Background: an optimization exercise with open tools, aiming at small area, a short achievable clock period and few clock cycles per item. Do not read the settings as production practice.
The RTL was checked by simulation tests, not by an equivalence proof against the original design.
Power and IR drop assume default switching activity.

## design/flow/run.sh

```bash
#!/bin/bash
# synth_recipe.tcl (not shown) runs the flow's synth.tcl, then flattens the netlist and writes it again
# the make line also repeats each setting of config.mk as NAME=value (left out here)
make -C /OpenROAD-flow-scripts/flow DESIGN_CONFIG=/design/flow/config.mk WORK_HOME=/design/flow/orfs CLKGATE_MAP_FILE= SYNTH_SCRIPT=/design/flow/synth_recipe.tcl finish
```

## design/flow/config.mk

```make
export PLATFORM = sky130hd
export DESIGN_NAME = fft16_digit_reverse_buf
export DESIGN_NICKNAME = fft16_digit_reverse_buf
export VERILOG_FILES = /design/flow/design.v
export SDC_FILE = /design/flow/constraint.sdc
export NUM_CORES = 4
export LEC_CHECK = 0
export CAP_MARGIN = 20
export CORE_MARGIN = 2
export CORE_UTILIZATION = 65
export CTS_CLUSTER_DIAMETER = 100
export CTS_CLUSTER_SIZE = 30
export SETUP_SLACK_MARGIN = 2.0
export SLEW_MARGIN = 20
```

## design/flow/constraint.sdc

```tcl
create_clock -name core_clock -period 4.0 [get_ports {clk}]
set_input_delay 0.8000 -clock core_clock [delete_from_list [all_inputs] [get_ports {clk}]]
set_output_delay 0.8000 -clock core_clock [all_outputs]
set_load 0.01 [all_outputs]
```

## design/flow/design.v

```verilog
package fft16_pkg;
    localparam int DATA_W = 32;
    localparam int N      = 16;
    localparam int NSLOT  = 9;    
    localparam int NPH    = 6;     
    localparam int PHW    = 3;
    typedef struct packed {
        logic signed [DATA_W-1:0] re;
        logic signed [DATA_W-1:0] im;
    } cplx_t;
    function automatic logic [3:0] digit_rev4(input logic [3:0] idx);
        digit_rev4 = {idx[1:0], idx[3:2]};
    endfunction
    function automatic logic [NSLOT-1:0] wr_slot(input logic [PHW-1:0] ph, input logic [3:0] k);
        case ({ph, k})
            {3'd0, 4'd0}: wr_slot = 9'b000000001;
            {3'd0, 4'd1}: wr_slot = 9'b000000010;
            {3'd0, 4'd2}: wr_slot = 9'b000000100;
            {3'd0, 4'd3}: wr_slot = 9'b000001000;
            {3'd0, 4'd4}: wr_slot = 9'b000010000;
            {3'd0, 4'd5}: wr_slot = 9'b000100000;
            {3'd0, 4'd6}: wr_slot = 9'b001000000;
            {3'd0, 4'd7}: wr_slot = 9'b010000000;
            {3'd0, 4'd8}: wr_slot = 9'b100000000;
            {3'd0, 4'd9}: wr_slot = 9'b000000001;
            {3'd0, 4'd10}: wr_slot = 9'b000010000;
            {3'd0, 4'd11}: wr_slot = 9'b100000000;
            {3'd0, 4'd12}: wr_slot = 9'b000000000;
            {3'd0, 4'd13}: wr_slot = 9'b000000010;
            {3'd0, 4'd14}: wr_slot = 9'b000100000;
            {3'd0, 4'd15}: wr_slot = 9'b000000001;
            {3'd1, 4'd0}: wr_slot = 9'b000000010;
            {3'd1, 4'd1}: wr_slot = 9'b000000100;
            {3'd1, 4'd2}: wr_slot = 9'b001000000;
            {3'd1, 4'd3}: wr_slot = 9'b000010000;
            {3'd1, 4'd4}: wr_slot = 9'b000100000;
            {3'd1, 4'd5}: wr_slot = 9'b000001000;
            {3'd1, 4'd6}: wr_slot = 9'b010000000;
            {3'd1, 4'd7}: wr_slot = 9'b100000000;
            {3'd1, 4'd8}: wr_slot = 9'b000000001;
            {3'd1, 4'd9}: wr_slot = 9'b000000010;
            {3'd1, 4'd10}: wr_slot = 9'b000100000;
            {3'd1, 4'd11}: wr_slot = 9'b000000001;
            {3'd1, 4'd12}: wr_slot = 9'b000000000;
            {3'd1, 4'd13}: wr_slot = 9'b000000100;
            {3'd1, 4'd14}: wr_slot = 9'b000001000;
            {3'd1, 4'd15}: wr_slot = 9'b000000010;
            {3'd2, 4'd0}: wr_slot = 9'b000000100;
            {3'd2, 4'd1}: wr_slot = 9'b001000000;
            {3'd2, 4'd2}: wr_slot = 9'b010000000;
            {3'd2, 4'd3}: wr_slot = 9'b000100000;
            {3'd2, 4'd4}: wr_slot = 9'b000001000;
            {3'd2, 4'd5}: wr_slot = 9'b000010000;
            {3'd2, 4'd6}: wr_slot = 9'b100000000;
            {3'd2, 4'd7}: wr_slot = 9'b000000001;
            {3'd2, 4'd8}: wr_slot = 9'b000000010;
            {3'd2, 4'd9}: wr_slot = 9'b000000100;
            {3'd2, 4'd10}: wr_slot = 9'b000001000;
            {3'd2, 4'd11}: wr_slot = 9'b000000010;
            {3'd2, 4'd12}: wr_slot = 9'b000000000;
            {3'd2, 4'd13}: wr_slot = 9'b001000000;
            {3'd2, 4'd14}: wr_slot = 9'b000010000;
            {3'd2, 4'd15}: wr_slot = 9'b000000100;
            {3'd3, 4'd0}: wr_slot = 9'b001000000;
            {3'd3, 4'd1}: wr_slot = 9'b010000000;
            {3'd3, 4'd2}: wr_slot = 9'b100000000;
            {3'd3, 4'd3}: wr_slot = 9'b000001000;
            {3'd3, 4'd4}: wr_slot = 9'b000010000;
            {3'd3, 4'd5}: wr_slot = 9'b000100000;
            {3'd3, 4'd6}: wr_slot = 9'b000000001;
            {3'd3, 4'd7}: wr_slot = 9'b000000010;
            {3'd3, 4'd8}: wr_slot = 9'b000000100;
            {3'd3, 4'd9}: wr_slot = 9'b001000000;
            {3'd3, 4'd10}: wr_slot = 9'b000010000;
            {3'd3, 4'd11}: wr_slot = 9'b000000100;
            {3'd3, 4'd12}: wr_slot = 9'b000000000;
            {3'd3, 4'd13}: wr_slot = 9'b010000000;
            {3'd3, 4'd14}: wr_slot = 9'b000100000;
            {3'd3, 4'd15}: wr_slot = 9'b001000000;
            {3'd4, 4'd0}: wr_slot = 9'b010000000;
            {3'd4, 4'd1}: wr_slot = 9'b100000000;
            {3'd4, 4'd2}: wr_slot = 9'b000000001;
            {3'd4, 4'd3}: wr_slot = 9'b000010000;
            {3'd4, 4'd4}: wr_slot = 9'b000100000;
            {3'd4, 4'd5}: wr_slot = 9'b000001000;
            {3'd4, 4'd6}: wr_slot = 9'b000000010;
            {3'd4, 4'd7}: wr_slot = 9'b000000100;
            {3'd4, 4'd8}: wr_slot = 9'b001000000;
            {3'd4, 4'd9}: wr_slot = 9'b010000000;
            {3'd4, 4'd10}: wr_slot = 9'b000100000;
            {3'd4, 4'd11}: wr_slot = 9'b001000000;
            {3'd4, 4'd12}: wr_slot = 9'b000000000;
            {3'd4, 4'd13}: wr_slot = 9'b100000000;
            {3'd4, 4'd14}: wr_slot = 9'b000001000;
            {3'd4, 4'd15}: wr_slot = 9'b010000000;
            {3'd5, 4'd0}: wr_slot = 9'b100000000;
            {3'd5, 4'd1}: wr_slot = 9'b000000001;
            {3'd5, 4'd2}: wr_slot = 9'b000000010;
            {3'd5, 4'd3}: wr_slot = 9'b000100000;
            {3'd5, 4'd4}: wr_slot = 9'b000001000;
            {3'd5, 4'd5}: wr_slot = 9'b000010000;
            {3'd5, 4'd6}: wr_slot = 9'b000000100;
            {3'd5, 4'd7}: wr_slot = 9'b001000000;
            {3'd5, 4'd8}: wr_slot = 9'b010000000;
            {3'd5, 4'd9}: wr_slot = 9'b100000000;
            {3'd5, 4'd10}: wr_slot = 9'b000001000;
            {3'd5, 4'd11}: wr_slot = 9'b010000000;
            {3'd5, 4'd12}: wr_slot = 9'b000000000;
            {3'd5, 4'd13}: wr_slot = 9'b000000001;
            {3'd5, 4'd14}: wr_slot = 9'b000010000;
            {3'd5, 4'd15}: wr_slot = 9'b100000000;
            default: wr_slot = '0;
        endcase
    endfunction
    function automatic logic [NSLOT-1:0] wr_slot_nxt(input logic [PHW-1:0] ph, input logic [3:0] k);
        case ({ph, k})
            {3'd0, 4'd0}: wr_slot_nxt = 9'b000000010;
            {3'd0, 4'd1}: wr_slot_nxt = 9'b000000100;
            {3'd0, 4'd2}: wr_slot_nxt = 9'b000001000;
            {3'd0, 4'd3}: wr_slot_nxt = 9'b000010000;
            {3'd0, 4'd4}: wr_slot_nxt = 9'b000100000;
            {3'd0, 4'd5}: wr_slot_nxt = 9'b001000000;
            {3'd0, 4'd6}: wr_slot_nxt = 9'b010000000;
            {3'd0, 4'd7}: wr_slot_nxt = 9'b100000000;
            {3'd0, 4'd8}: wr_slot_nxt = 9'b000000001;
            {3'd0, 4'd9}: wr_slot_nxt = 9'b000010000;
            {3'd0, 4'd10}: wr_slot_nxt = 9'b100000000;
            {3'd0, 4'd11}: wr_slot_nxt = 9'b000000000;
            {3'd0, 4'd12}: wr_slot_nxt = 9'b000000010;
            {3'd0, 4'd13}: wr_slot_nxt = 9'b000100000;
            {3'd0, 4'd14}: wr_slot_nxt = 9'b000000001;
            {3'd0, 4'd15}: wr_slot_nxt = 9'b000000010;
            {3'd1, 4'd0}: wr_slot_nxt = 9'b000000100;
            {3'd1, 4'd1}: wr_slot_nxt = 9'b001000000;
            {3'd1, 4'd2}: wr_slot_nxt = 9'b000010000;
            {3'd1, 4'd3}: wr_slot_nxt = 9'b000100000;
            {3'd1, 4'd4}: wr_slot_nxt = 9'b000001000;
            {3'd1, 4'd5}: wr_slot_nxt = 9'b010000000;
            {3'd1, 4'd6}: wr_slot_nxt = 9'b100000000;
            {3'd1, 4'd7}: wr_slot_nxt = 9'b000000001;
            {3'd1, 4'd8}: wr_slot_nxt = 9'b000000010;
            {3'd1, 4'd9}: wr_slot_nxt = 9'b000100000;
            {3'd1, 4'd10}: wr_slot_nxt = 9'b000000001;
            {3'd1, 4'd11}: wr_slot_nxt = 9'b000000000;
            {3'd1, 4'd12}: wr_slot_nxt = 9'b000000100;
            {3'd1, 4'd13}: wr_slot_nxt = 9'b000001000;
            {3'd1, 4'd14}: wr_slot_nxt = 9'b000000010;
            {3'd1, 4'd15}: wr_slot_nxt = 9'b000000100;
            {3'd2, 4'd0}: wr_slot_nxt = 9'b001000000;
            {3'd2, 4'd1}: wr_slot_nxt = 9'b010000000;
            {3'd2, 4'd2}: wr_slot_nxt = 9'b000100000;
            {3'd2, 4'd3}: wr_slot_nxt = 9'b000001000;
            {3'd2, 4'd4}: wr_slot_nxt = 9'b000010000;
            {3'd2, 4'd5}: wr_slot_nxt = 9'b100000000;
            {3'd2, 4'd6}: wr_slot_nxt = 9'b000000001;
            {3'd2, 4'd7}: wr_slot_nxt = 9'b000000010;
            {3'd2, 4'd8}: wr_slot_nxt = 9'b000000100;
            {3'd2, 4'd9}: wr_slot_nxt = 9'b000001000;
            {3'd2, 4'd10}: wr_slot_nxt = 9'b000000010;
            {3'd2, 4'd11}: wr_slot_nxt = 9'b000000000;
            {3'd2, 4'd12}: wr_slot_nxt = 9'b001000000;
            {3'd2, 4'd13}: wr_slot_nxt = 9'b000010000;
            {3'd2, 4'd14}: wr_slot_nxt = 9'b000000100;
            {3'd2, 4'd15}: wr_slot_nxt = 9'b001000000;
            {3'd3, 4'd0}: wr_slot_nxt = 9'b010000000;
            {3'd3, 4'd1}: wr_slot_nxt = 9'b100000000;
            {3'd3, 4'd2}: wr_slot_nxt = 9'b000001000;
            {3'd3, 4'd3}: wr_slot_nxt = 9'b000010000;
            {3'd3, 4'd4}: wr_slot_nxt = 9'b000100000;
            {3'd3, 4'd5}: wr_slot_nxt = 9'b000000001;
            {3'd3, 4'd6}: wr_slot_nxt = 9'b000000010;
            {3'd3, 4'd7}: wr_slot_nxt = 9'b000000100;
            {3'd3, 4'd8}: wr_slot_nxt = 9'b001000000;
            {3'd3, 4'd9}: wr_slot_nxt = 9'b000010000;
            {3'd3, 4'd10}: wr_slot_nxt = 9'b000000100;
            {3'd3, 4'd11}: wr_slot_nxt = 9'b000000000;
            {3'd3, 4'd12}: wr_slot_nxt = 9'b010000000;
            {3'd3, 4'd13}: wr_slot_nxt = 9'b000100000;
            {3'd3, 4'd14}: wr_slot_nxt = 9'b001000000;
            {3'd3, 4'd15}: wr_slot_nxt = 9'b010000000;
            {3'd4, 4'd0}: wr_slot_nxt = 9'b100000000;
            {3'd4, 4'd1}: wr_slot_nxt = 9'b000000001;
            {3'd4, 4'd2}: wr_slot_nxt = 9'b000010000;
            {3'd4, 4'd3}: wr_slot_nxt = 9'b000100000;
            {3'd4, 4'd4}: wr_slot_nxt = 9'b000001000;
            {3'd4, 4'd5}: wr_slot_nxt = 9'b000000010;
            {3'd4, 4'd6}: wr_slot_nxt = 9'b000000100;
            {3'd4, 4'd7}: wr_slot_nxt = 9'b001000000;
            {3'd4, 4'd8}: wr_slot_nxt = 9'b010000000;
            {3'd4, 4'd9}: wr_slot_nxt = 9'b000100000;
            {3'd4, 4'd10}: wr_slot_nxt = 9'b001000000;
            {3'd4, 4'd11}: wr_slot_nxt = 9'b000000000;
            {3'd4, 4'd12}: wr_slot_nxt = 9'b100000000;
            {3'd4, 4'd13}: wr_slot_nxt = 9'b000001000;
            {3'd4, 4'd14}: wr_slot_nxt = 9'b010000000;
            {3'd4, 4'd15}: wr_slot_nxt = 9'b100000000;
            {3'd5, 4'd0}: wr_slot_nxt = 9'b000000001;
            {3'd5, 4'd1}: wr_slot_nxt = 9'b000000010;
            {3'd5, 4'd2}: wr_slot_nxt = 9'b000100000;
            {3'd5, 4'd3}: wr_slot_nxt = 9'b000001000;
            {3'd5, 4'd4}: wr_slot_nxt = 9'b000010000;
            {3'd5, 4'd5}: wr_slot_nxt = 9'b000000100;
            {3'd5, 4'd6}: wr_slot_nxt = 9'b001000000;
            {3'd5, 4'd7}: wr_slot_nxt = 9'b010000000;
            {3'd5, 4'd8}: wr_slot_nxt = 9'b100000000;
            {3'd5, 4'd9}: wr_slot_nxt = 9'b000001000;
            {3'd5, 4'd10}: wr_slot_nxt = 9'b010000000;
            {3'd5, 4'd11}: wr_slot_nxt = 9'b000000000;
            {3'd5, 4'd12}: wr_slot_nxt = 9'b000000001;
            {3'd5, 4'd13}: wr_slot_nxt = 9'b000010000;
            {3'd5, 4'd14}: wr_slot_nxt = 9'b100000000;
            {3'd5, 4'd15}: wr_slot_nxt = 9'b000000001;
            default: wr_slot_nxt = '0;
        endcase
    endfunction
    function automatic logic [NSLOT-1:0] rd_slot(input logic [PHW-1:0] ph, input logic [3:0] k);
        case ({ph, k})
            {3'd0, 4'd0}: rd_slot = 9'b000000001;
            {3'd0, 4'd1}: rd_slot = 9'b000010000;
            {3'd0, 4'd2}: rd_slot = 9'b100000000;
            {3'd0, 4'd3}: rd_slot = 9'b000000000;
            {3'd0, 4'd4}: rd_slot = 9'b000000010;
            {3'd0, 4'd5}: rd_slot = 9'b000100000;
            {3'd0, 4'd6}: rd_slot = 9'b000000001;
            {3'd0, 4'd7}: rd_slot = 9'b000000010;
            {3'd0, 4'd8}: rd_slot = 9'b000000100;
            {3'd0, 4'd9}: rd_slot = 9'b001000000;
            {3'd0, 4'd10}: rd_slot = 9'b000010000;
            {3'd0, 4'd11}: rd_slot = 9'b000100000;
            {3'd0, 4'd12}: rd_slot = 9'b000001000;
            {3'd0, 4'd13}: rd_slot = 9'b010000000;
            {3'd0, 4'd14}: rd_slot = 9'b100000000;
            {3'd0, 4'd15}: rd_slot = 9'b000000001;
            {3'd1, 4'd0}: rd_slot = 9'b000000010;
            {3'd1, 4'd1}: rd_slot = 9'b000100000;
            {3'd1, 4'd2}: rd_slot = 9'b000000001;
            {3'd1, 4'd3}: rd_slot = 9'b000000000;
            {3'd1, 4'd4}: rd_slot = 9'b000000100;
            {3'd1, 4'd5}: rd_slot = 9'b000001000;
            {3'd1, 4'd6}: rd_slot = 9'b000000010;
            {3'd1, 4'd7}: rd_slot = 9'b000000100;
            {3'd1, 4'd8}: rd_slot = 9'b001000000;
            {3'd1, 4'd9}: rd_slot = 9'b010000000;
            {3'd1, 4'd10}: rd_slot = 9'b000100000;
            {3'd1, 4'd11}: rd_slot = 9'b000001000;
            {3'd1, 4'd12}: rd_slot = 9'b000010000;
            {3'd1, 4'd13}: rd_slot = 9'b100000000;
            {3'd1, 4'd14}: rd_slot = 9'b000000001;
            {3'd1, 4'd15}: rd_slot = 9'b000000010;
            {3'd2, 4'd0}: rd_slot = 9'b000000100;
            {3'd2, 4'd1}: rd_slot = 9'b000001000;
            {3'd2, 4'd2}: rd_slot = 9'b000000010;
            {3'd2, 4'd3}: rd_slot = 9'b000000000;
            {3'd2, 4'd4}: rd_slot = 9'b001000000;
            {3'd2, 4'd5}: rd_slot = 9'b000010000;
            {3'd2, 4'd6}: rd_slot = 9'b000000100;
            {3'd2, 4'd7}: rd_slot = 9'b001000000;
            {3'd2, 4'd8}: rd_slot = 9'b010000000;
            {3'd2, 4'd9}: rd_slot = 9'b100000000;
            {3'd2, 4'd10}: rd_slot = 9'b000001000;
            {3'd2, 4'd11}: rd_slot = 9'b000010000;
            {3'd2, 4'd12}: rd_slot = 9'b000100000;
            {3'd2, 4'd13}: rd_slot = 9'b000000001;
            {3'd2, 4'd14}: rd_slot = 9'b000000010;
            {3'd2, 4'd15}: rd_slot = 9'b000000100;
            {3'd3, 4'd0}: rd_slot = 9'b001000000;
            {3'd3, 4'd1}: rd_slot = 9'b000010000;
            {3'd3, 4'd2}: rd_slot = 9'b000000100;
            {3'd3, 4'd3}: rd_slot = 9'b000000000;
            {3'd3, 4'd4}: rd_slot = 9'b010000000;
            {3'd3, 4'd5}: rd_slot = 9'b000100000;
            {3'd3, 4'd6}: rd_slot = 9'b001000000;
            {3'd3, 4'd7}: rd_slot = 9'b010000000;
            {3'd3, 4'd8}: rd_slot = 9'b100000000;
            {3'd3, 4'd9}: rd_slot = 9'b000000001;
            {3'd3, 4'd10}: rd_slot = 9'b000010000;
            {3'd3, 4'd11}: rd_slot = 9'b000100000;
            {3'd3, 4'd12}: rd_slot = 9'b000001000;
            {3'd3, 4'd13}: rd_slot = 9'b000000010;
            {3'd3, 4'd14}: rd_slot = 9'b000000100;
            {3'd3, 4'd15}: rd_slot = 9'b001000000;
            {3'd4, 4'd0}: rd_slot = 9'b010000000;
            {3'd4, 4'd1}: rd_slot = 9'b000100000;
            {3'd4, 4'd2}: rd_slot = 9'b001000000;
            {3'd4, 4'd3}: rd_slot = 9'b000000000;
            {3'd4, 4'd4}: rd_slot = 9'b100000000;
            {3'd4, 4'd5}: rd_slot = 9'b000001000;
            {3'd4, 4'd6}: rd_slot = 9'b010000000;
            {3'd4, 4'd7}: rd_slot = 9'b100000000;
            {3'd4, 4'd8}: rd_slot = 9'b000000001;
            {3'd4, 4'd9}: rd_slot = 9'b000000010;
            {3'd4, 4'd10}: rd_slot = 9'b000100000;
            {3'd4, 4'd11}: rd_slot = 9'b000001000;
            {3'd4, 4'd12}: rd_slot = 9'b000010000;
            {3'd4, 4'd13}: rd_slot = 9'b000000100;
            {3'd4, 4'd14}: rd_slot = 9'b001000000;
            {3'd4, 4'd15}: rd_slot = 9'b010000000;
            {3'd5, 4'd0}: rd_slot = 9'b100000000;
            {3'd5, 4'd1}: rd_slot = 9'b000001000;
            {3'd5, 4'd2}: rd_slot = 9'b010000000;
            {3'd5, 4'd3}: rd_slot = 9'b000000000;
            {3'd5, 4'd4}: rd_slot = 9'b000000001;
            {3'd5, 4'd5}: rd_slot = 9'b000010000;
            {3'd5, 4'd6}: rd_slot = 9'b100000000;
            {3'd5, 4'd7}: rd_slot = 9'b000000001;
            {3'd5, 4'd8}: rd_slot = 9'b000000010;
            {3'd5, 4'd9}: rd_slot = 9'b000000100;
            {3'd5, 4'd10}: rd_slot = 9'b000001000;
            {3'd5, 4'd11}: rd_slot = 9'b000010000;
            {3'd5, 4'd12}: rd_slot = 9'b000100000;
            {3'd5, 4'd13}: rd_slot = 9'b001000000;
            {3'd5, 4'd14}: rd_slot = 9'b010000000;
            {3'd5, 4'd15}: rd_slot = 9'b100000000;
            default: rd_slot = '0;
        endcase
    endfunction
    function automatic logic [NSLOT-1:0] rd_slot_nxt(input logic [PHW-1:0] ph, input logic [3:0] k);
        case ({ph, k})
            {3'd0, 4'd0}: rd_slot_nxt = 9'b000010000;
            {3'd0, 4'd1}: rd_slot_nxt = 9'b100000000;
            {3'd0, 4'd2}: rd_slot_nxt = 9'b000000000;
            {3'd0, 4'd3}: rd_slot_nxt = 9'b000000010;
            {3'd0, 4'd4}: rd_slot_nxt = 9'b000100000;
            {3'd0, 4'd5}: rd_slot_nxt = 9'b000000001;
            {3'd0, 4'd6}: rd_slot_nxt = 9'b000000010;
            {3'd0, 4'd7}: rd_slot_nxt = 9'b000000100;
            {3'd0, 4'd8}: rd_slot_nxt = 9'b001000000;
            {3'd0, 4'd9}: rd_slot_nxt = 9'b000010000;
            {3'd0, 4'd10}: rd_slot_nxt = 9'b000100000;
            {3'd0, 4'd11}: rd_slot_nxt = 9'b000001000;
            {3'd0, 4'd12}: rd_slot_nxt = 9'b010000000;
            {3'd0, 4'd13}: rd_slot_nxt = 9'b100000000;
            {3'd0, 4'd14}: rd_slot_nxt = 9'b000000001;
            {3'd0, 4'd15}: rd_slot_nxt = 9'b000000010;
            {3'd1, 4'd0}: rd_slot_nxt = 9'b000100000;
            {3'd1, 4'd1}: rd_slot_nxt = 9'b000000001;
            {3'd1, 4'd2}: rd_slot_nxt = 9'b000000000;
            {3'd1, 4'd3}: rd_slot_nxt = 9'b000000100;
            {3'd1, 4'd4}: rd_slot_nxt = 9'b000001000;
            {3'd1, 4'd5}: rd_slot_nxt = 9'b000000010;
            {3'd1, 4'd6}: rd_slot_nxt = 9'b000000100;
            {3'd1, 4'd7}: rd_slot_nxt = 9'b001000000;
            {3'd1, 4'd8}: rd_slot_nxt = 9'b010000000;
            {3'd1, 4'd9}: rd_slot_nxt = 9'b000100000;
            {3'd1, 4'd10}: rd_slot_nxt = 9'b000001000;
            {3'd1, 4'd11}: rd_slot_nxt = 9'b000010000;
            {3'd1, 4'd12}: rd_slot_nxt = 9'b100000000;
            {3'd1, 4'd13}: rd_slot_nxt = 9'b000000001;
            {3'd1, 4'd14}: rd_slot_nxt = 9'b000000010;
            {3'd1, 4'd15}: rd_slot_nxt = 9'b000000100;
            {3'd2, 4'd0}: rd_slot_nxt = 9'b000001000;
            {3'd2, 4'd1}: rd_slot_nxt = 9'b000000010;
            {3'd2, 4'd2}: rd_slot_nxt = 9'b000000000;
            {3'd2, 4'd3}: rd_slot_nxt = 9'b001000000;
            {3'd2, 4'd4}: rd_slot_nxt = 9'b000010000;
            {3'd2, 4'd5}: rd_slot_nxt = 9'b000000100;
            {3'd2, 4'd6}: rd_slot_nxt = 9'b001000000;
            {3'd2, 4'd7}: rd_slot_nxt = 9'b010000000;
            {3'd2, 4'd8}: rd_slot_nxt = 9'b100000000;
            {3'd2, 4'd9}: rd_slot_nxt = 9'b000001000;
            {3'd2, 4'd10}: rd_slot_nxt = 9'b000010000;
            {3'd2, 4'd11}: rd_slot_nxt = 9'b000100000;
            {3'd2, 4'd12}: rd_slot_nxt = 9'b000000001;
            {3'd2, 4'd13}: rd_slot_nxt = 9'b000000010;
            {3'd2, 4'd14}: rd_slot_nxt = 9'b000000100;
            {3'd2, 4'd15}: rd_slot_nxt = 9'b001000000;
            {3'd3, 4'd0}: rd_slot_nxt = 9'b000010000;
            {3'd3, 4'd1}: rd_slot_nxt = 9'b000000100;
            {3'd3, 4'd2}: rd_slot_nxt = 9'b000000000;
            {3'd3, 4'd3}: rd_slot_nxt = 9'b010000000;
            {3'd3, 4'd4}: rd_slot_nxt = 9'b000100000;
            {3'd3, 4'd5}: rd_slot_nxt = 9'b001000000;
            {3'd3, 4'd6}: rd_slot_nxt = 9'b010000000;
            {3'd3, 4'd7}: rd_slot_nxt = 9'b100000000;
            {3'd3, 4'd8}: rd_slot_nxt = 9'b000000001;
            {3'd3, 4'd9}: rd_slot_nxt = 9'b000010000;
            {3'd3, 4'd10}: rd_slot_nxt = 9'b000100000;
            {3'd3, 4'd11}: rd_slot_nxt = 9'b000001000;
            {3'd3, 4'd12}: rd_slot_nxt = 9'b000000010;
            {3'd3, 4'd13}: rd_slot_nxt = 9'b000000100;
            {3'd3, 4'd14}: rd_slot_nxt = 9'b001000000;
            {3'd3, 4'd15}: rd_slot_nxt = 9'b010000000;
            {3'd4, 4'd0}: rd_slot_nxt = 9'b000100000;
            {3'd4, 4'd1}: rd_slot_nxt = 9'b001000000;
            {3'd4, 4'd2}: rd_slot_nxt = 9'b000000000;
            {3'd4, 4'd3}: rd_slot_nxt = 9'b100000000;
            {3'd4, 4'd4}: rd_slot_nxt = 9'b000001000;
            {3'd4, 4'd5}: rd_slot_nxt = 9'b010000000;
            {3'd4, 4'd6}: rd_slot_nxt = 9'b100000000;
            {3'd4, 4'd7}: rd_slot_nxt = 9'b000000001;
            {3'd4, 4'd8}: rd_slot_nxt = 9'b000000010;
            {3'd4, 4'd9}: rd_slot_nxt = 9'b000100000;
            {3'd4, 4'd10}: rd_slot_nxt = 9'b000001000;
            {3'd4, 4'd11}: rd_slot_nxt = 9'b000010000;
            {3'd4, 4'd12}: rd_slot_nxt = 9'b000000100;
            {3'd4, 4'd13}: rd_slot_nxt = 9'b001000000;
            {3'd4, 4'd14}: rd_slot_nxt = 9'b010000000;
            {3'd4, 4'd15}: rd_slot_nxt = 9'b100000000;
            {3'd5, 4'd0}: rd_slot_nxt = 9'b000001000;
            {3'd5, 4'd1}: rd_slot_nxt = 9'b010000000;
            {3'd5, 4'd2}: rd_slot_nxt = 9'b000000000;
            {3'd5, 4'd3}: rd_slot_nxt = 9'b000000001;
            {3'd5, 4'd4}: rd_slot_nxt = 9'b000010000;
            {3'd5, 4'd5}: rd_slot_nxt = 9'b100000000;
            {3'd5, 4'd6}: rd_slot_nxt = 9'b000000001;
            {3'd5, 4'd7}: rd_slot_nxt = 9'b000000010;
            {3'd5, 4'd8}: rd_slot_nxt = 9'b000000100;
            {3'd5, 4'd9}: rd_slot_nxt = 9'b000001000;
            {3'd5, 4'd10}: rd_slot_nxt = 9'b000010000;
            {3'd5, 4'd11}: rd_slot_nxt = 9'b000100000;
            {3'd5, 4'd12}: rd_slot_nxt = 9'b001000000;
            {3'd5, 4'd13}: rd_slot_nxt = 9'b010000000;
            {3'd5, 4'd14}: rd_slot_nxt = 9'b100000000;
            {3'd5, 4'd15}: rd_slot_nxt = 9'b000000001;
            default: rd_slot_nxt = '0;
        endcase
    endfunction
    function automatic logic avail_w(input logic [NSLOT-1:0] t, input logic [3:0] k);
        case (k)
            4'd0: avail_w = 1'b1;
            4'd1: avail_w = t[2];
            4'd2: avail_w = t[5];
            4'd3: avail_w = t[8];
            4'd4: avail_w = 1'b1;
            4'd5: avail_w = 1'b1;
            4'd6: avail_w = t[2];
            4'd7: avail_w = t[5];
            4'd8: avail_w = 1'b1;
            4'd9: avail_w = 1'b1;
            4'd10: avail_w = 1'b1;
            4'd11: avail_w = t[2];
            4'd12: avail_w = 1'b1;
            4'd13: avail_w = 1'b1;
            4'd14: avail_w = 1'b1;
            4'd15: avail_w = 1'b1;
            default: avail_w = 1'b0;
        endcase
    endfunction
    function automatic logic avail_r(input logic [NSLOT-1:0] t, input logic [3:0] k);
        case (k)
            4'd0: avail_r = t[4];
            4'd1: avail_r = t[7];
            4'd2: avail_r = 1'b0;
            4'd3: avail_r = 1'b1;
            4'd4: avail_r = t[1];
            4'd5: avail_r = t[4];
            4'd6: avail_r = t[7];
            4'd7: avail_r = 1'b1;
            4'd8: avail_r = 1'b1;
            4'd9: avail_r = t[1];
            4'd10: avail_r = t[4];
            4'd11: avail_r = 1'b1;
            4'd12: avail_r = 1'b1;
            4'd13: avail_r = 1'b1;
            4'd14: avail_r = t[1];
            4'd15: avail_r = t[1];
            default: avail_r = 1'b0;
        endcase
    endfunction
    function automatic logic avail_wr(input logic [NSLOT-1:0] t, input logic [3:0] k);
        case (k)
            4'd0: avail_wr = t[3];
            4'd1: avail_wr = t[6];
            4'd2: avail_wr = 1'b0;
            4'd3: avail_wr = 1'b1;
            4'd4: avail_wr = t[0];
            4'd5: avail_wr = t[3];
            4'd6: avail_wr = t[6];
            4'd7: avail_wr = 1'b1;
            4'd8: avail_wr = 1'b1;
            4'd9: avail_wr = t[0];
            4'd10: avail_wr = t[3];
            4'd11: avail_wr = 1'b1;
            4'd12: avail_wr = 1'b1;
            4'd13: avail_wr = 1'b1;
            4'd14: avail_wr = t[0];
            4'd15: avail_wr = t[0];
            default: avail_wr = 1'b0;
        endcase
    endfunction
    function automatic logic byp_w(input logic [NSLOT-1:0] t, input logic [3:0] k);
        case (k)
            4'd0: byp_w = 1'b0;
            4'd1: byp_w = (t[1] && !t[2]);
            4'd2: byp_w = (t[4] && !t[5]);
            4'd3: byp_w = (t[7] && !t[8]);
            4'd4: byp_w = 1'b0;
            4'd5: byp_w = 1'b0;
            4'd6: byp_w = (t[1] && !t[2]);
            4'd7: byp_w = (t[4] && !t[5]);
            4'd8: byp_w = 1'b0;
            4'd9: byp_w = 1'b0;
            4'd10: byp_w = 1'b0;
            4'd11: byp_w = (t[1] && !t[2]);
            4'd12: byp_w = 1'b0;
            4'd13: byp_w = 1'b0;
            4'd14: byp_w = 1'b0;
            4'd15: byp_w = 1'b0;
            default: byp_w = 1'b0;
        endcase
    endfunction
    function automatic logic byp_r(input logic [NSLOT-1:0] t, input logic [3:0] k);
        case (k)
            4'd0: byp_r = (t[3] && !t[4]);
            4'd1: byp_r = (t[6] && !t[7]);
            4'd2: byp_r = 1'b0;
            4'd3: byp_r = 1'b0;
            4'd4: byp_r = (t[0] && !t[1]);
            4'd5: byp_r = (t[3] && !t[4]);
            4'd6: byp_r = (t[6] && !t[7]);
            4'd7: byp_r = 1'b0;
            4'd8: byp_r = 1'b0;
            4'd9: byp_r = (t[0] && !t[1]);
            4'd10: byp_r = (t[3] && !t[4]);
            4'd11: byp_r = 1'b0;
            4'd12: byp_r = 1'b0;
            4'd13: byp_r = 1'b0;
            4'd14: byp_r = (t[0] && !t[1]);
            4'd15: byp_r = (t[0] && !t[1]);
            default: byp_r = 1'b0;
        endcase
    endfunction
    function automatic logic byp_wr(input logic [NSLOT-1:0] t, input logic [3:0] k);
        case (k)
            4'd0: byp_wr = (t[2] && !t[3]);
            4'd1: byp_wr = (t[5] && !t[6]);
            4'd2: byp_wr = t[8];
            4'd3: byp_wr = 1'b0;
            4'd4: byp_wr = !t[0];
            4'd5: byp_wr = (t[2] && !t[3]);
            4'd6: byp_wr = (t[5] && !t[6]);
            4'd7: byp_wr = 1'b0;
            4'd8: byp_wr = 1'b0;
            4'd9: byp_wr = !t[0];
            4'd10: byp_wr = (t[2] && !t[3]);
            4'd11: byp_wr = 1'b0;
            4'd12: byp_wr = 1'b0;
            4'd13: byp_wr = 1'b0;
            4'd14: byp_wr = !t[0];
            4'd15: byp_wr = !t[0];
            default: byp_wr = 1'b0;
        endcase
    endfunction
endpackage
module fft16_bank_ram #(
    parameter int W  = 2 * fft16_pkg::DATA_W,
    parameter int NS = fft16_pkg::NSLOT
) (
    input  logic          clk,
    input  logic [NS-1:0] wsel,
    input  logic [W-1:0]  wdata,
    input  logic [NS-1:0] rsel,
    output logic [W-1:0]  rdata
);
    logic [W-1:0] mem_q [NS];
    always_ff @(posedge clk) begin
        for (int i = 0; i < NS; i++) begin
            if (wsel[i]) mem_q[i] <= wdata;
        end
    end
    always_comb begin
        rdata = '0;
        for (int i = 0; i < NS; i++) begin
            rdata = rdata | (mem_q[i] & {W{rsel[i]}});
        end
    end
endmodule
module fft16_digit_reverse_buf #(
    parameter int DATA_W = 32,
    parameter int N      = 16
) (
    input  logic                  clk,
    input  logic                  rst_n,
    input  logic                  in_valid,
    output logic                  in_ready,
    input  logic [DATA_W-1:0]     in_re,
    input  logic [DATA_W-1:0]     in_im,
    output logic                  out_valid,
    input  logic                  out_ready,
    output logic [DATA_W-1:0]     out_re,
    output logic [DATA_W-1:0]     out_im,
    output logic [3:0]            out_idx,
    output logic                  out_last
);
    localparam int NS  = fft16_pkg::NSLOT;
    localparam int PHW = fft16_pkg::PHW;
    localparam int DW  = 2 * DATA_W;
    logic [PHW-1:0] wph_q, rph_q, wph_inc, rph_inc;    
    logic [3:0]     wcnt_q, rcnt_q, wcnt_inc, rcnt_inc;
    logic [NS-1:0]  t_q, t_d;                           
    logic [NS-1:0]  wsel_q, wsel_d, rsel_q, rsel_d;
    logic           fa_q;                               
    logic           avail_q, avail_d;                   
    logic           byp_q, byp_d;                       
    logic           full_q, full_d;
    logic           nq_q, np_q, nq_d, np_d, fa_d;       
    logic           aw, bw, ar, br, awr, bwr;
    logic           out_valid_q, out_valid_d;
    logic [3:0]     out_idx_q;
    logic           out_last_q;
    logic [DW-1:0]  out_q, rd_data;
    logic           wr_fire, can_load, rd_load, in_ready_c;
    assign can_load   = !out_valid_q || out_ready;
    assign in_ready_c = !np_q || (!nq_q && out_ready);
    assign wr_fire    = in_valid && in_ready_c;
    assign rd_load    = can_load && (avail_q || (byp_q && wr_fire));
    assign wcnt_inc = wcnt_q + 4'd1;
    assign rcnt_inc = rcnt_q + 4'd1;
    assign wph_inc  = (wcnt_q != 4'(N - 1)) ? wph_q : (wph_q == PHW'(fft16_pkg::NPH - 1)) ? '0 : wph_q + 1'b1;
    assign rph_inc  = (rcnt_q != 4'(N - 1)) ? rph_q : (rph_q == PHW'(fft16_pkg::NPH - 1)) ? '0 : rph_q + 1'b1;
    always_comb begin
        aw  = fft16_pkg::avail_w(t_q, rcnt_q);
        bw  = fft16_pkg::byp_w(t_q, rcnt_q);
        ar  = fft16_pkg::avail_r(t_q, rcnt_q);
        br  = fft16_pkg::byp_r(t_q, rcnt_q);
        awr = fft16_pkg::avail_wr(t_q, rcnt_q);
        bwr = fft16_pkg::byp_wr(t_q, rcnt_q);
        case ({wr_fire, rd_load})
            2'b10: begin
                t_d     = {t_q[NS-2:0], 1'b1};
                full_d  = t_q[NS-2];
                avail_d = aw;
                byp_d   = bw;
                nq_d    = !(aw || bw);
                np_d    = t_q[NS-2] && ((out_valid_q && !out_ready) || !(aw || bw));
                fa_d    = t_q[NS-2] && aw;
            end
            2'b01: begin
                t_d     = {1'b0, t_q[NS-1:1]};
                full_d  = 1'b0;
                avail_d = ar;
                byp_d   = br;
                nq_d    = !(ar || br);
                np_d    = 1'b0;
                fa_d    = 1'b0;
            end
            2'b11: begin
                t_d     = t_q;
                full_d  = full_q;
                avail_d = awr;
                byp_d   = bwr;
                nq_d    = !(awr || bwr);
                np_d    = full_q;
                fa_d    = full_q && awr;
            end
            default: begin
                t_d     = t_q;
                full_d  = full_q;
                avail_d = avail_q;
                byp_d   = byp_q;
                nq_d    = nq_q;
                np_d    = full_q && ((out_valid_q && !out_ready) || nq_q);
                fa_d    = fa_q;
            end
        endcase
        out_valid_d = can_load ? rd_load : out_valid_q;
        wsel_d = wr_fire ? fft16_pkg::wr_slot_nxt(wph_q, wcnt_q) : fft16_pkg::wr_slot(wph_q, wcnt_q);
        if (full_d) wsel_d = '0;
        rsel_d = rd_load ? fft16_pkg::rd_slot_nxt(rph_q, rcnt_q) : fft16_pkg::rd_slot(rph_q, rcnt_q);
    end
    fft16_bank_ram #(.W(DW), .NS(NS)) u_pool (
        .clk   (clk),
        .wsel  (wsel_q | (rsel_q & {NS{fa_q && can_load}})),
        .wdata ({in_re, in_im}),
        .rsel  (rsel_q),
        .rdata (rd_data)
    );
    always_ff @(posedge clk or negedge rst_n) begin
        if (!rst_n) begin
            wph_q       <= '0;
            wcnt_q      <= '0;
            rph_q       <= '0;
            rcnt_q      <= '0;
            t_q         <= '0;
            wsel_q      <= fft16_pkg::wr_slot('0, '0);
            rsel_q      <= fft16_pkg::rd_slot('0, '0);
            fa_q        <= 1'b0;
            avail_q     <= 1'b0;
            byp_q       <= 1'b1;
            full_q      <= 1'b0;
            nq_q        <= 1'b0;
            np_q        <= 1'b0;
            out_valid_q <= 1'b0;
        end else begin
            t_q         <= t_d;
            wsel_q      <= wsel_d;
            rsel_q      <= rsel_d;
            fa_q        <= fa_d;
            avail_q     <= avail_d;
            byp_q       <= byp_d;
            full_q      <= full_d;
            nq_q        <= nq_d;
            np_q        <= np_d;
            out_valid_q <= out_valid_d;
            if (wr_fire) begin
                wcnt_q <= wcnt_inc;
                wph_q  <= wph_inc;
            end
            if (rd_load) begin
                rcnt_q <= rcnt_inc;
                rph_q  <= rph_inc;
            end
        end
    end
    always_ff @(posedge clk) begin
        if (can_load) begin
            out_q      <= byp_q ? {in_re, in_im} : rd_data;
            out_idx_q  <= fft16_pkg::digit_rev4(rcnt_q);
            out_last_q <= (rcnt_q == 4'(N - 1));
        end
    end
    assign in_ready  = in_ready_c;
    assign out_valid = out_valid_q;
    assign out_re    = out_q[DW-1:DATA_W];
    assign out_im    = out_q[DATA_W-1:0];
    assign out_idx   = out_idx_q;
    assign out_last  = out_last_q;
endmodule
```

==> flow_summary.yaml, run 1 <==
place:
  hpwl_mm: 33.95
  io_buffers: 138
  place.gp.congestion: 0.8828
  place_inst: 2249
logic_synthesis:
  synth_xor_area_frac: 0.003284
  yosysSeqAreaShare: 0.7715
  syn_area_mm2: 0.02667
  synth_cell_types: 73
  muxShareOfSynthArea: 0.01314
  syn_nets: 1740
  synth_edf_count: 645
  synthSimpleGateAreaFrac: 0.04964
  yosys_warnings: 3
  synth_top_flop_cell: "edfxtp_1"
  synthCells: 1656
  syn_area_per_cell_um2: 16.10
  synth-compound-area-share: 0.1333
  async_flop_share: 0.06926
  synth_top_family_by_area: "compound AO/OA/AOI/OAI gates"
  synth_fa_ha_area_frac: 0.007507
  synth.ff_latch_count: 693
global_routing:
  grt-ovfl-total: 0
  grt_pass1_wl_mm: 104.8
  grt_start_max_net_pins: 75
  grt.total_usage: 0.3364
  antenna_found_initial: 2
  first_global_vias: 16480
layout:
  layout_commonest_cell: "edfxtp_1"
  fin_cells: 2464
  final_nets: 1995
  num-fill-cells: 2185
  syn2layout_area_growth_pct: 21.35
  fin_util: 0.7962
  layout_common_cells: "edfxtp_1, a22oi_1, buf_4, nor2_1, a21oi_1"
  final_layout_size_suffix_gt1_frac: 0.2641
sta:
  fin_setup_tns_ns: 0
  setup_violations: 0
  hold_viol: 0
  finalCritPeriodShare: 0.5844
  fin_hold_ws_ns: 0.3169
  post-route-min-period_ns: 2.338
  finalMaxSlewViolations: 0
  max_freq_mhz: 427.8
  relSlewSlack: 0.3611
  rsz0062_at_grt: "true"
  worst_slew_pin_slew_ns: 0.9584
  fin_skew_ns: 0.02377
critical_path:
  critical_path_class: "reg -> reg"
  cp_data_required_time_ns: 4.50
  worstRegToRegCells: 10
  crit_path_end: "nq_q"
  cp_max_fo: 6
  startpoint_type: "flop"
  r2r_slack_ns: 1.66
  r2r_end: "nq_q"
  worstSetupStartpoint: "rcnt_q[1]"
  worstPathCellList: "buf_6 -> inv_6 -> ha_4 -> buf_12 -> mux2i_4 -> nor2_4 -> o21ai_2 -> nand3_2 -> or4_1 -> a32oi_1"
  rr_startpoint: "rcnt_q[1]"
  critPathCaptureType: "flop"
  arrival_ns: 2.84
  max_stage_delay_ns: 0.50
  crit_slowest_cell: "or4_1"
clocking:
  cts_hold_buffers: 0
  h-tree-depth: 1
  cts_tree: "yes"
  cts_buffers: 27
  clk_latency_ns: 0.61
  cts_root_buf: "clkbuf_16"
  cts.sinks: 693
  path_clk_slew_ns: 0.11
  clockBufferDepth: 3
job:
  cap_violations: 0
route:
  drc: 0
  wirelength_mm: 75.28
  antenna_left: 0
  viasPerCell: 7.067
  vias: 17410
  drtIter0Drc: 2596
  avgRoutedWirePerCell_um: 30.55
  firstDrtPassIters: 9
die:
  row_count: 74
  die_w_um: 206.6
  die_h_um: 206.6
  core_area_mm2: 0.04065
  io_pins: 139
  dieArea_mm2: 0.04266
  start_util: 0.6561
worst_hold_path:
  hold_path.class: "in -> async"
power_and_ir_drop:
  power_density_mw_per_mm2: 843.4
  leakage_nw: 11.04
  max-vdd-ir-drop_v: 0.0005961
status:
  outcome: "finished clean"
[logic make-up after synthesis]
kind of cell	Yosys count
simple gates	278
buf+inv	145
xor+xnor	10
mux	33
flops	693
compound gates	481
fa+ha+maj	16
[critical path: cells and delay by family, from the launching register on]
family | cells | cell delay, ns
buf+inv | 3 | 0.31
simple gates | 3 | 0.69
mux | 1 | 0.21
flops | 1 | 0.43
compound gates | 2 | 0.42
fa+ha+maj | 1 | 0.16
[cell type report]
cell class | count | area, um^2 | area share
clock buffer | 47 | 750.7 | 0.02320
sequential | 693 | 20630 | 0.6376
inverter | 30 | 147.6 | 0.004562
clock inverter | 2 | 28.78 | 0.0008893
antenna | 1 | 2.502 | 0.00007733
tap | 532 | 665.6 | 0.02057
multi-input combinational | 827 | 6689 | 0.2067
timing repair buffer | 332 | 3445 | 0.1064
[where the power goes]
part / internal, W / total [W] / switching [W]
Sequential: 0.0110 / 0.0121 / 0.00113
Clock: 0.00131 / 0.00339 / 0.00208
Combinational: 0.00481 / 0.0118 / 0.00697
Total: 0.0171 / 0.0273 / 0.0102
[flip-flops by register name, summed over array words and instances, names as in the netlist, 4 cells and up]
signal and cells:
out_idx_q 4, out_q 64, rcnt_q 4, rsel_q 9
t_q 9, u_pool.mem_q 576, wcnt_q 4, wsel_q 9
[through the flow]
step	instance area [um^2]	power (W)	setup slack, ns
after floorplan	26880	0.01699	1.406
after global placement	28870	0.02017	0.5172
after detailed placement	28870	0.02045	0.4266
after CTS	31050	0.02543	1.810
after global routing	32360	0.02831	1.597
final	32360	0.02729	1.662
[worst min path at each step]
stage                               to  cells after the start      start  slack, ns
after floorplan           out_idx_q[1]                      0  rcnt_q[3]       0.46
after global placement    out_idx_q[3]                      0  rcnt_q[1]       0.53
after detailed placement  out_idx_q[2]                      0  rcnt_q[0]       0.53
after CTS                     wph_q[0]                      1      rst_n       0.34
after global routing          wph_q[2]                      1      rst_n       0.36
final                        wcnt_q[2]                      1      rst_n       0.32
[synth_stat cells (all sizes together), types with 4 or more instances]
cell	number	area, um^2
nand2	33	123.9
inv	29	108.9
a211oi	6	45.04
o21ai	41	209.0
a222oi	64	640.6
nor3	5	25.02
dfrtp	45	1126
o211ai	5	37.54
a22oi	133	998.5
o22ai	5	31.28
xor2	5	43.79
clkbuf	81	304.0
a31oi	8	50.05
edfxtp	645	19370
o31a	4	35.03
mux2i	26	260.3
xnor2	5	43.79
a21o	10	75.07
and2	7	46.30
nand2b	15	93.84
a221oi	68	595.6
nor2	104	390.4
nand3	80	400.4
a21oi	101	505.5
ha	16	200.2
mux2	6	67.56
nor2b	9	56.30
buf	34	160.1
[per-layer routing]
| metal | global-route usage | wire length (um) | vias up |
|---|---|---|---|
| li1 | - | - | 7266 |
| met5 | 0 | 13 | - |
| met2 | 0.5484 | 36630 | 1240 |
| met1 | 0.4812 | 27440 | 8767 |
| met4 | 0.1010 | 2292 | 2 |
| met3 | 0.04804 | 8901 | 139 |
[repair_timing]
action                     4_1_cts  5_1_grt
resized for setup              432      147
setup endpoints to repair      783      288
buffers inserted                98       48
hold endpoints to repair         0        0
gates cloned                    10        9
pin swaps                       45      106
Testbench counts, summed over its fixed seeds: cycles 7,347, items 6,144.
==> run 2, diff against run 1 <==
--- a/design/flow/config.mk
+++ b/design/flow/config.mk
@@ -10,5 +10,5 @@
 export CORE_UTILIZATION = 65
 export CTS_CLUSTER_DIAMETER = 100
 export CTS_CLUSTER_SIZE = 30
-export SETUP_SLACK_MARGIN = 2.0
+export SETUP_SLACK_MARGIN = 2.2
 export SLEW_MARGIN = 20
==> flow_summary.yaml, run 2 <==
power_and_ir_drop:
  p_total_w: 0.03070
  swShare: 0.3740
  leakage_nw: 12.12
  seqPwrFrac: 0.403
  internal_power_w: 0.01922
  p_switching_w: 0.01148
  power_density_mw_per_mm2: 884.0
  p_comb_frac: 0.483
  max-vdd-ir-drop_v: 0.0005894
  p_clk_frac: 0.114
critical_path:
  critical_path_class: "reg -> reg"
  cp_top_family: "compound AO/OA/AOI/OAI gates"
  r2r_slack_ns: 1.61
  crit_path_frequent_cell: "buf_12"
  cp_max_fo: 4
  critPathCaptureType: "flop"
  cp_data_required_time_ns: 4.34
  startpoint_type: "flop"
  max_stage_delay_ns: 0.52
  crit_slowest_cell: "dfrtp_4"
  worstPathCellList: "buf_12 -> buf_12 -> buf_16 -> buf_12 -> a222oi_1 -> nand3_1 -> a221oi_2 -> a21oi_1"
  arrival_ns: 2.73
  critPathBufInv: 4
route:
  drtIter0Drc: 3161
  drc: 0
  vias: 18790
  antenna_left: 0
  viasPerCell: 7.364
  wirelength_mm: 87.70
  avgRoutedWirePerCell_um: 34.36
  firstDrtPassIters: 9
sta:
  relSlewSlack: 0.3689
  max_freq_mhz: 418.7
  finalCritPeriodShare: 0.5971
  worst_slew_pin_slew_ns: 0.9466
  finalMaxSlewViolations: 0
  setup_violations: 0
  fin_ws_ns: 1.611
  fin_skew_ns: 0.03598
  post-route-min-period_ns: 2.389
  rsz0062_at_grt: "true"
  fin_hold_ws_ns: 0.2838
  fin_setup_tns_ns: 0
  hold_viol: 0
logic_synthesis:
  synth_common_cells: "edfxtp_1, a22oi_1, nor2_1"
  synth_edf_count: 645
  yosysSeqAreaShare: 0.7715
  synth.ff_latch_count: 693
  synth_top_flop_cell: "edfxtp_1"
  yosysTopAreaCellShare: 0.7263
  synth_top_cell_by_area: "edfxtp_1"
  synth_area_leaders: "edfxtp_1, dfrtp_1, a22oi_1"
  yosys_warnings: 3
  synthCells: 1656
  synth_most_common_cell: "edfxtp_1"
  async_flop_share: 0.06926
  synth_cell_types: 73
  syn_area_mm2: 0.02667
  syn_area_per_cell_um2: 16.10
  syn_nets: 1740
clocking:
  clockBufferDepth: 3
  cts_root_buf: "clkbuf_16"
  cts_tree: "yes"
  path_clk_slew_ns: 0.12
  cts_buffers: 27
  cts.sinks: 693
  h-tree-depth: 1
  clk_latency_ns: 0.63
  cts_hold_buffers: 0
layout:
  largest_reg_flops: 576
  reg_top3: "u_pool.mem_q x576, out_q x64"
  layout_commonest_cell: "edfxtp_1"
  layout_common_cells: "edfxtp_1, a22oi_1, nor2_1, a21oi_1, nand3_1"
  syn2layout_area_growth_pct: 30.23
  register_area_mm2: 0.02063
  num-fill-cells: 1752
  largest_register: "u_pool.mem_q"
  multi_input_area_mm2: 0.006699
  final_nets: 2093
  final_layout_size_suffix_gt1_frac: 0.2993
place:
  hpwl_mm: 33.13
  dp_slack_ns: 0.4971
  io_buffers: 138
  place.gp.congestion: 0.8700
global_routing:
  first_global_vias: 16880
  antenna_found_initial: 4
  grt-ovfl-total: 0
  grt_pass1_wl_mm: 110.9
  grt_start_max_net_pins: 80
  grt.total_usage: 0.3606
die:
  die_w_um: 206.6
  die_h_um: 206.6
  core_area_mm2: 0.04065
  start_util: 0.6561
  row_count: 74
  io_pins: 139
  dieArea_mm2: 0.04266
job:
  cap_violations: 0
status:
  outcome: "finished clean"
worst_hold_path:
  hold_path.class: "in -> async"
[run 2: cell count changes in the layout (fill, tap and decap cells not counted), moves of 12 or more]
| cell | change |
|---|---|
| buf_16 | +33 |
| buf_6 | +34 |
| buf_4 | -30 |
| clkbuf_16 | +26 |
| buf_12 | +32 |
| a221oi_1 | -14 |
| a221oi_2 | +12 |
[run 2: metrics by stage]
step / instance area, um^2 / cells / utilization
CTS: 32920 / 2463 / 0.8098
global placement: 28870 / 2248 / 0.7102
detailed placement: 28870 / 2248 / 0.7102
floorplan: 26890 / 1656 / -
finish: 34730 / 2552 / 0.8544
global route: 34720 / 2550 / 0.8542
[run 2: power groups by stage]
| stage | sequential [W] | combinational, W | clock (W) |
|---|---|---|---|
| 2_1_floorplan | 0.0118 | 0.00518 | 0 |
| 3_3_place_gp | 0.0126 | 0.00756 | 0 |
| 3_5_place_dp | 0.0127 | 0.00768 | 0 |
| 4_1_cts | 0.0121 | 0.0121 | 0.00340 |
| 5_1_grt | 0.0125 | 0.0153 | 0.00365 |
| 6_report | 0.0124 | 0.0148 | 0.00349 |
[run 2: final cells by class]
cell class,instances,share of cell area
diodes,2,0.0001441
clock buffers,36,0.02043
clock inverters,2,0.001729
inverters,30,0.004107
multi-input cells,828,0.1929
flip-flops and latches,693,0.5942
well taps,532,0.01917
repair buffers,429,0.1674
[run 2: final timing paths]
| kind | end | startpoint | cells past startpoint |
|---|---|---|---|
| max in group asynchronous | wsel_q[0] | rst_n | 2 |
| min reg2reg | fa_q | fa_q | 2 |
| min in group core_clock | fa_q | fa_q | 2 |
| max reg2reg | out_q[46] | rsel_q[1] | 8 |
| max | out_q[46] | rsel_q[1] | 8 |
| min | wph_q[0] | rst_n | 1 |
[run 2: cell families after synthesis]
family / count (synthesis) / share of synthesized area
AND/OR/NAND/NOR: 278 / 0.04964
adder cells (fa/ha/maj): 16 / 0.007507
AO/OA/AOI/OAI: 481 / 0.1333
multiplexers: 33 / 0.01314
flip-flops: 693 / 0.7715
XOR/XNOR: 10 / 0.003284
buffers and inverters: 145 / 0.02163
[run 2: repair_timing]
action | 4_1_cts | 5_1_grt
gates cloned | 35 | 41
setup buffers | 142 | 46
pin swaps | 180 | 106
setup endpoints to repair | 789 | 746
resized for setup | 567 | 105
[run 2: worst reg2reg max path, stage by stage (launching register included)]
cell      delay, ns
dfrtp_4        0.52
buf_12         0.16
buf_12         0.13
buf_16         0.13
buf_12         0.12
a222oi_1       0.51
nand3_1        0.18
a221oi_2       0.22
a21oi_1        0.13
[run 2: routing by layer]
metal  wire length, um  global-route usage
met5                13                   0
met4              4896              0.1324
met3             11230             0.06562
met2             41750              0.5760
met1             29820              0.5057
==> run 3, diff against run 2 <==
--- a/design/flow/design.v
+++ b/design/flow/design.v
@@ -672,8 +672,6 @@
             rph_q       <= '0;
             rcnt_q      <= '0;
             t_q         <= '0;
-            wsel_q      <= fft16_pkg::wr_slot('0, '0);
-            rsel_q      <= fft16_pkg::rd_slot('0, '0);
             fa_q        <= 1'b0;
             avail_q     <= 1'b0;
             byp_q       <= 1'b1;
@@ -683,8 +681,6 @@
             out_valid_q <= 1'b0;
         end else begin
             t_q         <= t_d;
-            wsel_q      <= wsel_d;
-            rsel_q      <= rsel_d;
             fa_q        <= fa_d;
             avail_q     <= avail_d;
             byp_q       <= byp_d;
@@ -703,6 +699,10 @@
         end
     end
     always_ff @(posedge clk) begin
+        wsel_q <= wsel_d;
+        rsel_q <= rsel_d;
+    end
+    always_ff @(posedge clk) begin
         if (can_load) begin
             out_q      <= byp_q ? {in_re, in_im} : rd_data;
             out_idx_q  <= fft16_pkg::digit_rev4(rcnt_q);
--- a/design/flow/config.mk
+++ b/design/flow/config.mk
@@ -10,5 +10,5 @@
 export CORE_UTILIZATION = 65
 export CTS_CLUSTER_DIAMETER = 100
 export CTS_CLUSTER_SIZE = 30
-export SETUP_SLACK_MARGIN = 2.2
+export SETUP_SLACK_MARGIN = 2.0
 export SLEW_MARGIN = 20
==> flow_summary.yaml, run 3 <==
route:
  antenna_left: 0
  vias: 15750
  viasPerCell: 6.755
  firstDrtPassIters: 8
  drtIter0Drc: 2032
  wirelength_mm: 63.12
  drc: 0
  avgRoutedWirePerCell_um: 27.08
global_routing:
  grt.total_usage: 0.2894
  grt_start_max_net_pins: 103
  grt_pass1_wl_mm: 91.51
  grt-ovfl-total: 0
  first_global_vias: 15330
  antenna_found_initial: 3
sta:
  rsz0062_at_grt: "true"
  fin_setup_tns_ns: 0
  setup_violations: 0
  finalMaxSlewViolations: 0
  finalCritPeriodShare: 0.5692
  worst_slew_pin_slew_ns: 0.8268
  post-route-min-period_ns: 2.277
  fin_hold_ws_ns: 0.5265
  max_freq_mhz: 439.2
  relSlewSlack: 0.4488
  hold_viol: 0
  fin_skew_ns: 0.02204
die:
  start_util: 0.6542
  dieArea_mm2: 0.04254
  row_count: 74
  io_pins: 139
  die_w_um: 206.3
  core_area_mm2: 0.04065
  die_h_um: 206.3
layout:
  final_layout_size_suffix_gt1_frac: 0.1769
  multi_input_area_mm2: 0.006093
  final_nets: 1873
  layout_commonest_cell: "edfxtp_1"
  syn2layout_area_growth_pct: 13.25
  register_area_mm2: 0.02054
  fin_util: 0.7408
  largest_register: "u_pool.mem_q"
  num-fill-cells: 2505
  largest_reg_flops: 576
  reg_top3: "u_pool.mem_q x576, out_q x64"
  layout_common_cells: "edfxtp_1, a22oi_1, nor2_1, a21oi_1, buf_2"
clocking:
  h-tree-depth: 1
  cts_tree: "yes"
  cts_buffers: 27
  clockBufferDepth: 3
  cts_root_buf: "clkbuf_16"
  cts.sinks: 693
  path_clk_slew_ns: 0.11
  clk_latency_ns: 0.61
logic_synthesis:
  synth_most_common_cell: "edfxtp_1"
  yosys_warnings: 3
  syn_area_mm2: 0.02659
  synth.ff_latch_count: 693
  synthCells: 1641
  synth_common_cells: "edfxtp_1, a22oi_1, nor2_1"
  synth_top_cell_by_area: "edfxtp_1"
  synth_edf_count: 645
  synth_area_leaders: "edfxtp_1, a22oi_1, dfrtp_1"
  synth_top_flop_cell: "edfxtp_1"
  async_flop_share: 0.04329
  synth_cell_types: 77
  yosysSeqAreaShare: 0.7703
  syn_area_per_cell_um2: 16.20
  syn_nets: 1725
  yosysTopAreaCellShare: 0.7284
power_and_ir_drop:
  max-vdd-ir-drop_v: 0.0008971
  internal_power_w: 0.01518
  p_total_w: 0.02361
  seqPwrFrac: 0.503
  p_switching_w: 0.008426
  swShare: 0.3569
  power_density_mw_per_mm2: 784.1
  p_clk_frac: 0.139
  p_comb_frac: 0.357
  leakage_nw: 9.888
critical_path:
  cp_data_required_time_ns: 4.54
  arrival_ns: 2.81
  critPathCaptureType: "flop"
  cp_max_fo: 6
  startpoint_type: "flop"
  critical_path_class: "reg -> reg"
place:
  io_buffers: 138
  place.gp.congestion: 0.8955
  hpwl_mm: 33.96
job:
  cap_violations: 0
worst_hold_path:
  hold_path.class: "reg -> reg"
status:
  outcome: "finished clean"
## run 3: what timing repair did
item / 4_1_cts / 5_1_grt
endpoints found under the setup margin: 749 / 180
gates cloned: 5 / 3
pin swaps: 7 / 20
resized for setup: 355 / 72
hold buffers: 0 / 0
buffers inserted: 24 / 19
## run 3: layout make-up
type / count / share of cell area
multi-input combinational: 816 / 0.2024
timing repair buffer: 226 / 0.06523
sequential: 693 / 0.6820
clock inverter: 2 / 0.0009557
antenna: 1 / 0.00008310
clock buffer: 36 / 0.02356
tap: 532 / 0.02210
inverter: 25 / 0.003698
## run 3: worst paths after layout
| check | slack, ns | cells past startpoint | from | endpoint |
|---|---|---|---|---|
| hold reg to reg | 0.53 | 2 | avail_q | out_valid_q |
| hold / removal | 0.53 | 2 | avail_q | out_valid_q |
| min in group asynchronous | 0.56 | 2 | rst_n | wph_q[0] |
| setup reg to reg | 1.72 | 9 | rcnt_q[0] | nq_q |
| max in group asynchronous | 3.09 | 2 | rst_n | rph_q[0] |
| setup / recovery | 1.72 | 9 | rcnt_q[0] | nq_q |
## run 3: per-stage QoR
step / setup slack, ns / cells / cell area [um^2]
2_1_floorplan: 1.289 / 1641 / 26730
3_3_place_gp: 0.6509 / 2241 / 28720
3_5_place_dp: 0.5583 / 2241 / 28720
4_1_cts: 1.804 / 2308 / 29630
5_1_grt: 1.589 / 2330 / 30110
6_report: 1.723 / 2331 / 30110
## run 3: logic make-up (layout without fill, tap and decap cells)
kind of cell	count (synthesis)	count (layout)	share of synthesized area
buf+inv	140	289	0.02207
fa+ha+maj	16	16	0.007529
other cells	0	1	0
flops	693	693	0.7703
mux	36	36	0.01398
xor+xnor	9	9	0.002965
simple gates	277	277	0.05016
compound gates	470	478	0.1330
## run 3: power groups by stage
stage	Combinational [W]	Clock, W	Sequential [W]
2_1_floorplan	0.00485	0	0.0115
3_3_place_gp	0.00738	0	0.0120
3_5_place_dp	0.00753	0	0.0121
4_1_cts	0.00782	0.00333	0.0119
5_1_grt	0.00909	0.00355	0.0121
6_report	0.00843	0.00329	0.0119
## run 3: critical path, stage by stage, from the launching register on
cell and delay, ns:
dfrtp_2 0.47, buf_12 0.14, ha_4 0.18, buf_4 0.15
mux2i_4 0.20, a2bb2oi_2 0.16, o211ai_1 0.15, nand4b_1 0.29
o32a_1 0.34, a21oi_1 0.13
## run 3: routing by layer
metal,GRT usage,vias to the layer above,share of wire
li1,-,7000,-
met1,0.4027,7975,0.40
met2,0.4875,675,0.50
met3,0.04636,92,0.077
met4,0.06786,4,0.023
met5,0,-,0.00044
Testbench counts of run 3, summed over its fixed seeds: cycles 7,347, items 6,144.
==> run 4, diff against run 3 <==
--- a/design/flow/config.mk
+++ b/design/flow/config.mk
@@ -10,5 +10,5 @@
 export CORE_UTILIZATION = 65
 export CTS_CLUSTER_DIAMETER = 100
 export CTS_CLUSTER_SIZE = 30
-export SETUP_SLACK_MARGIN = 2.0
+export SETUP_SLACK_MARGIN = 1.8
 export SLEW_MARGIN = 20
==> flow_summary.yaml, run 4 <==
clocking:
  cts_tree: "yes"
  clockBufferDepth: 3
  h-tree-depth: 1
  clk_latency_ns: 0.61
  cts_buffers: 27
  path_clk_slew_ns: 0.11
  cts.sinks: 693
  cts_root_buf: "clkbuf_16"
layout:
  layout_commonest_cell: "edfxtp_1"
  largest_reg_flops: 576
  final_layout_size_suffix_gt1_frac: 0.1152
  syn2layout_area_growth_pct: 12.82
  reg_top3: "u_pool.mem_q x576, out_q x64"
  layout_common_cells: "edfxtp_1, a22oi_1, nor2_1, a21oi_1, nand3_1"
  design_area_mm2: 0.03000
  largest_register: "u_pool.mem_q"
  final_nets: 1855
route:
  vias: 15520
  viasPerCell: 6.709
  drtIter0Drc: 1701
  antenna_left: 0
  drc: 0
  wirelength_mm: 60.59
  firstDrtPassIters: 6
  avgRoutedWirePerCell_um: 26.19
logic_synthesis:
  yosysSeqAreaShare: 0.7703
  synthCells: 1641
  yosysTopAreaCellShare: 0.7284
  syn_area_mm2: 0.02659
  synthSimpleGateAreaFrac: 0.05016
  muxShareOfSynthArea: 0.01398
  synth_most_common_cell: "edfxtp_1"
  synth_edf_count: 645
  synth_area_leaders: "edfxtp_1, a22oi_1, dfrtp_1"
  synth_top_cell_by_area: "edfxtp_1"
  synth_xor_area_frac: 0.002965
  syn_nets: 1725
  synth_top_flop_cell: "edfxtp_1"
  yosys_warnings: 3
  synth-compound-area-share: 0.1330
  synth_common_cells: "edfxtp_1, a22oi_1, nor2_1"
  async_flop_share: 0.04329
  syn_area_per_cell_um2: 16.20
  synth.ff_latch_count: 693
  synth_fa_ha_area_frac: 0.007529
  synth_cell_types: 77
  synth_top_family_by_area: "compound AO/OA/AOI/OAI gates"
critical_path:
  critical_path_class: "reg -> reg"
  cp_max_fo: 12
  crit_slowest_cell: "dfrtp_2"
  startpoint_type: "flop"
  crit_path_frequent_cell: "mux2_2"
  worstRegToRegCells: 8
  cp_data_required_time_ns: 4.52
  arrival_ns: 2.73
  cp_top_family: "compound AO/OA/AOI/OAI gates"
  critPathBufInv: 1
  critPathCaptureType: "flop"
  cp.depth: 8
  max_stage_delay_ns: 0.47
  worstPathCellList: "buf_4 -> ha_4 -> mux2_2 -> mux2_2 -> a32o_1 -> a211oi_2 -> a211oi_1 -> a31o_1"
global_routing:
  grt_start_max_net_pins: 103
  grt.total_usage: 0.2797
  antenna_found_initial: 3
  grt_pass1_wl_mm: 89.01
  first_global_vias: 15030
  grt-ovfl-total: 0
sta:
  worst_slew_pin_slew_ns: 0.8735
  relSlewSlack: 0.4176
  fin_hold_ws_ns: 0.5225
  finalCritPeriodShare: 0.5526
  hold_viol: 0
  fin_setup_tns_ns: 0
  setup_violations: 0
  fin_skew_ns: 0.02236
  post-route-min-period_ns: 2.210
  finalMaxSlewViolations: 0
  max_freq_mhz: 452.4
  rsz0062_at_grt: "true"
die:
  io_pins: 139
  start_util: 0.6542
  dieArea_mm2: 0.04254
  core_area_mm2: 0.04065
  die_h_um: 206.3
  die_w_um: 206.3
  row_count: 74
worst_hold_path:
  hold_depth: 2
  hold_path.class: "reg -> reg"
power_and_ir_drop:
  internal_power_w: 0.01505
  seqPwrFrac: 0.514
  p_clk_frac: 0.142
  leakage_nw: 9.812
  power_density_mw_per_mm2: 773.6
  p_comb_frac: 0.344
  swShare: 0.3516
  p_switching_w: 0.008160
  max-vdd-ir-drop_v: 0.0008962
place:
  hpwl_mm: 33.96
  place.gp.congestion: 0.8955
  io_buffers: 138
  place_area_mm2: 0.02872
status:
  outcome: "finished clean"
job:
  cap_violations: 0
==> run 4: final timing paths <==
check                                from         to  slack, ns
max in group asynchronous           rst_n   rph_q[0]       3.09
min in group asynchronous           rst_n  wcnt_q[3]       0.57
worst max-delay path            rcnt_q[0]  rsel_q[0]       1.79
worst min-delay path                 fa_q       fa_q       0.52
worst max register to register  rcnt_q[0]  rsel_q[0]       1.79
worst min register to register       fa_q       fa_q       0.52
==> run 4: worst min-delay path: stages, from the launching register on <==
cell and delay (ns):
dfrtp_1 0.38, nand2_1 0.06, o21ai_1 0.06
==> run 4: power groups by stage <==
stage / Combinational (W) / Sequential, W / Clock (W)
3_3_place_gp: 0.00738 / 0.0120 / 0
2_1_floorplan: 0.00485 / 0.0115 / 0
4_1_cts: 0.00748 / 0.0119 / 0.00333
6_report: 0.00799 / 0.0119 / 0.00329
5_1_grt: 0.00866 / 0.0121 / 0.00354
3_5_place_dp: 0.00753 / 0.0121 / 0
==> run 4: metrics by stage <==
step | cells | worst slack [ns] | power, W | util
after floorplan | 1641 | 1.289 | 0.01637 | -
final | 2313 | 1.790 | 0.02321 | 0.7380
after global placement | 2241 | 0.6509 | 0.01934 | 0.7065
after detailed placement | 2241 | 0.5583 | 0.01960 | 0.7065
after CTS | 2290 | 1.804 | 0.02272 | 0.7269
after global routing | 2312 | 1.715 | 0.02432 | 0.7379
==> run 4: repair_timing <==
action                     in CTS  in global routing
hold buffers                    0                  0
cloned                          2                  1
setup buffers                   9                 21
resized for setup             108                 59
pin swaps                       2                 15
setup endpoints to repair     587                 47
==> run 4: area by class of cell <==
cell class	instances	area [um^2]
clock buffer	36	709.4
tap	532	665.6
multi-input combinational	811	5926
clock inverter	2	28.78
inverter	25	108.9
sequential	693	20520
timing repair buffer	213	2032
fill	2545	10650
antenna	1	2.502
==> run 4: logic make-up (layout without fill, tap and decap cells) <==
kind of cell             after synthesis  count (layout)
multiplexers                          36              36
adder cells (fa/ha/maj)               16              16
flip-flops                           693             693
other                                  0               1
buffers and inverters                140             276
AO/OA/AOI/OAI                        470             473
AND/OR/NAND/NOR                      277             277
XOR/XNOR                               9               9
==> run 4: routing by layer <==
layer  wire, um  up-vias  track usage
li1           -     6954            -
met1      24310     7835       0.3945
met2      30510      654       0.4722
met3       4615       70      0.03863
met4       1117        4      0.06173
met5         28        -            0

==> re-timing with driven ports <==
In the flow no input, the clock included, has a driving cell. The finished layouts below were timed again as built, in two steps. Step 1 (the two cells are an assumption about what drives the block):
set clk [get_ports {clk}]
set_driving_cell -lib_cell sky130_fd_sc_hd__clkbuf_16 $clk
set_driving_cell -lib_cell sky130_fd_sc_hd__buf_2 [delete_from_list [all_inputs] $clk]
Step 2 times the ports against the registers' clock, not the clock port: input delays grow and output delays shrink by t, the midpoint of the rising clock arrivals with the driver on. Slacks: ideal / step 1 / step 2; pairs: ideal / step 1.
| run | t, ns | setup WS [ns] | worst register clock-pin slew, ns |
|---|---|---|---|
| run 1 | 0.653 | 1.662 / 1.662 / 1.190 | 0.11 / 0.11 |
| run 2 | 0.682 | 1.611 / 1.611 / 1.333 | 0.12 / 0.12 |
| run 3 | 0.659 | 1.723 / 1.723 / 1.415 | 0.11 / 0.11 |
| run 4 | 0.655 | 1.790 / 1.765 / 1.376 | 0.11 / 0.11 |
After both steps setup and hold are still met in every run listed. For run 1, which loses most, drivers alone change the setup slack by 0.000 ns; drivers and shift together by -0.472 ns.
